What follows belongs to an exercise in optimizing a design on an open flow for small area, a short achievable clock period and few clock cycles per item; a production flow would make more cautious choices. The RTL was checked by simulation tests, not by an equivalence proof against the original design.

run A:
## samplerz_top
module samplerz_top (
  input  logic          clk,
  input  logic          rst_i,
  input  logic          din_val_i,
  input  logic [31:0]   mu_i,         
  input  logic [15:0]   inv_sigma_sqr_div_2_i,
  input  logic          rand_val_i,
  input  logic [161:0]  rand_i,       
  output logic          ready_o,
  output logic          request_rand_o,
  output logic          dout_val_o,
  output logic [15:0]   w_o
);
Size: about 230 flip-flops, roughly 37000 sq um of cells after synthesis.
export LEC_CHECK = 0
export ABC_AREA = 1
export CAP_MARGIN = 40
export CORE_MARGIN = 2
export CORE_UTILIZATION = 55
export SETUP_SLACK_MARGIN = 5
export SLEW_MARGIN = 60
create_clock -name core_clock -period 14.0 [get_ports {clk}]
standard.sh (not shown) runs the stock make flow with config.mk's settings and CLKGATE_MAP_FILE= SYNTH_SCRIPT=/design/flow/synth_recipe.tcl, a recipe that flattens the netlist after the stock synthesis.
==> flow/flow/run.sh <==
#!/bin/bash
set -euo pipefail
bash standard.sh SETUP_SLACK_MARGIN=8 finish > flow_make.log 2>&1
Run A completed end to end with timing, DRC and antenna clean.
Testbench counts of run A, summed over its fixed seeds: cycles 83,315, samples 12,000.
> inputs changed (run A -> run B)
Settings: ABC_AREA: 1 -> unset; CORE_UTILIZATION: 55 -> 40.
==> flow/flow/run.sh <==
#!/bin/bash
set -euo pipefail
bash standard.sh SETUP_SLACK_MARGIN=7 finish > flow_make.log 2>&1
Findings:
Both conditions hold for run B: the flow ran to the end and the final layout passed the timing, design-rule and antenna checks.
Share of final layout cell area taken by non-clock buffers: run B vs run A down 1.4 points
In run B the net count after synthesis turned out 15% lower than in run A.
What run B reported for number of well taps has to be multiplied by 0.73 to get the figure for run A.
Worst setup slack: run B < run A
First-pass GRT wire length, run A and run B: higher on run A
Summary of run B over run A: non-clock buffer instance count of the final layout shrank by 57; die area rose by about 34%; number of combinational gates with multiple inputs saw a decrease.
Relative to run B, the following input files were edited for run C:
Settings: CAP_MARGIN changed from 40 to 20; SLEW_MARGIN changed from 60 to 20.
==> flow/flow/run.sh <==
#!/bin/bash
set -euo pipefail
bash standard.sh SETUP_SLACK_MARGIN=8 finish > flow_make.log 2>&1
==> comparison <==
- Per the comparison of run C with run B, insertion delay of the later-clocked pin in the worst-skew pair decreased 30 ps; critical path depth increased 9; sum of buffers and inverters on the critical path increased 5; area added between synthesis and finish increased 8.9 points.
- The capturing instance or port of the critical path comes out sr_q[29] in one run and dig_0_q[12] in the other, namely in run C and run B respectively.
diff inputs: run C => run D
Settings: CAP_MARGIN: 20 -> 40; SLEW_MARGIN: 20 -> 60; ABC_AREA: unset -> 1.
==> flow/flow/run.sh <==
#!/bin/bash
set -euo pipefail
bash standard.sh SETUP_SLACK_MARGIN=9 finish > flow_make.log 2>&1
==> comparison <==
Having completed the whole flow, run D delivered a layout that passed the timing, design-rule and antenna checks.
Run C reached the end of the flow, and the finished layout is clean on the timing, design-rule and antenna checks.
Wire length of the first global-routing pass in run D vs run C: up 8.0%
Compared with run C, in run D all-layer global routing usage up 2.0 points; multiplexer share of the synthesized area down 0.71 points; full die area has increased.
Cmp run D and run C / number of detailed-route iterations in the first pass / lower: run D
Run D gives more final cell count than run C did.
Delta (run D minus run C): final area went up by 13%, worst hold slack went down by 6.4 ps, area fraction in compound gates after synthesis down 6.8 points, count of clock-buffer cells in the layout increased 10.
[inputs] run E vs run D
Settings: removing ABC_AREA (formerly 1).
==> flow/run.sh (new file) <==
#!/bin/bash
# synth_recipe.tcl (not shown) runs the flow's synth.tcl, then flattens the netlist and writes it again
# the make line also repeats each setting of config.mk as NAME=value (left out here)
make -C /OpenROAD-flow-scripts/flow DESIGN_CONFIG=/design/flow/config.mk WORK_HOME=/design/flow/orfs CLKGATE_MAP_FILE= SYNTH_SCRIPT=/design/flow/synth_recipe.tcl finish
removed: flow/flow/run.sh
removed: flow/standard.sh
### Flow results
- Side by side, worst max-slew margin expressed relative to the limit turned out lower in run E than in run D.
- From run D to run E the numbers moved as follows: number of instances on the worst hold path went down by 1; via count of the routed design went down by 5616; routed via count divided by cell count went up by about 8%.
- Of the two candidates, run D has the worse final routed wirelength across all metal layers and run E the better one.
- Sort run D and run E by utilization after layout, ascending, and run E comes first.
- Number of buffers inserted during clock tree synthesis (lower): run D
- Run E ends up with lower reg-to-reg setup timing slack than run D does.
Here is what was changed in the inputs of run F compared with run E.
Settings: ABC_AREA newly set to 1.
==> flow/flow/run.sh (new file) <==
#!/bin/bash
set -euo pipefail
bash standard.sh SETUP_SLACK_MARGIN=7 finish > flow_make.log 2>&1
==> flow/standard.sh (new file) <==
#!/bin/bash
# synth_recipe.tcl (not shown) runs the flow's synth.tcl, then flattens the netlist and writes it again
# the make line also repeats each setting of config.mk as NAME=value (left out here)
make -C /OpenROAD-flow-scripts/flow DESIGN_CONFIG=/design/flow/config.mk WORK_HOME=/design/flow/orfs CLKGATE_MAP_FILE= SYNTH_SCRIPT=/design/flow/synth_recipe.tcl "${@:-finish}"
removed: flow/run.sh
Notes after the runs:
Against run E, run F reports a total global routing track utilization that is higher.
Run F against run E: worst hold path stage count moved up; non-clock buffer share of cell area moved down; non-clock buffer count moved down; pre-CTS worst setup slack moved up.
Of run E and run F, the run reporting the lower fmax was run E.
Synthesized area per cell was higher in run E than in run F.

==> port drivers added, routing unchanged <==
The results above use ideal ports. As a check the final layouts listed here were re-extracted and re-timed, cells and wires unchanged. Step 1 sets driving cells, clkbuf_16 on the clock port and buf_2 on the other inputs (assumed; they add their load-dependent delay and slew). Step 2 times the ports against the registers' clock, not the clock port: input delays grow and output delays shrink by t, the midpoint of the rising clock arrivals with the driver on. a / b / c = ideal / step 1 / step 2; a / b = the first two.
run | t (ns) | slack for setup (ns) | latest minus earliest clock arrival (ns)
run A | 0.608 | 8.041 / 8.041 / 7.549 | 0.030 / 0.030
run B | 0.661 | 7.162 / 7.206 / 6.545 | 0.024 / 0.024
run C | 0.621 | 7.591 / 7.591 / 7.255 | 0.011 / 0.010
run D | 0.617 | 8.216 / 8.216 / 8.216 | 0.016 / 0.017
run E | 0.660 | 6.610 / 6.610 / 6.329 | 0.024 / 0.024
run F | 0.611 | 7.455 / 7.455 / 7.183 | 0.018 / 0.018
After both steps setup and hold are still met in every run listed. The setup slack of run B, which loses most, moves by +0.044 ns with the drivers and by -0.617 ns with both steps.
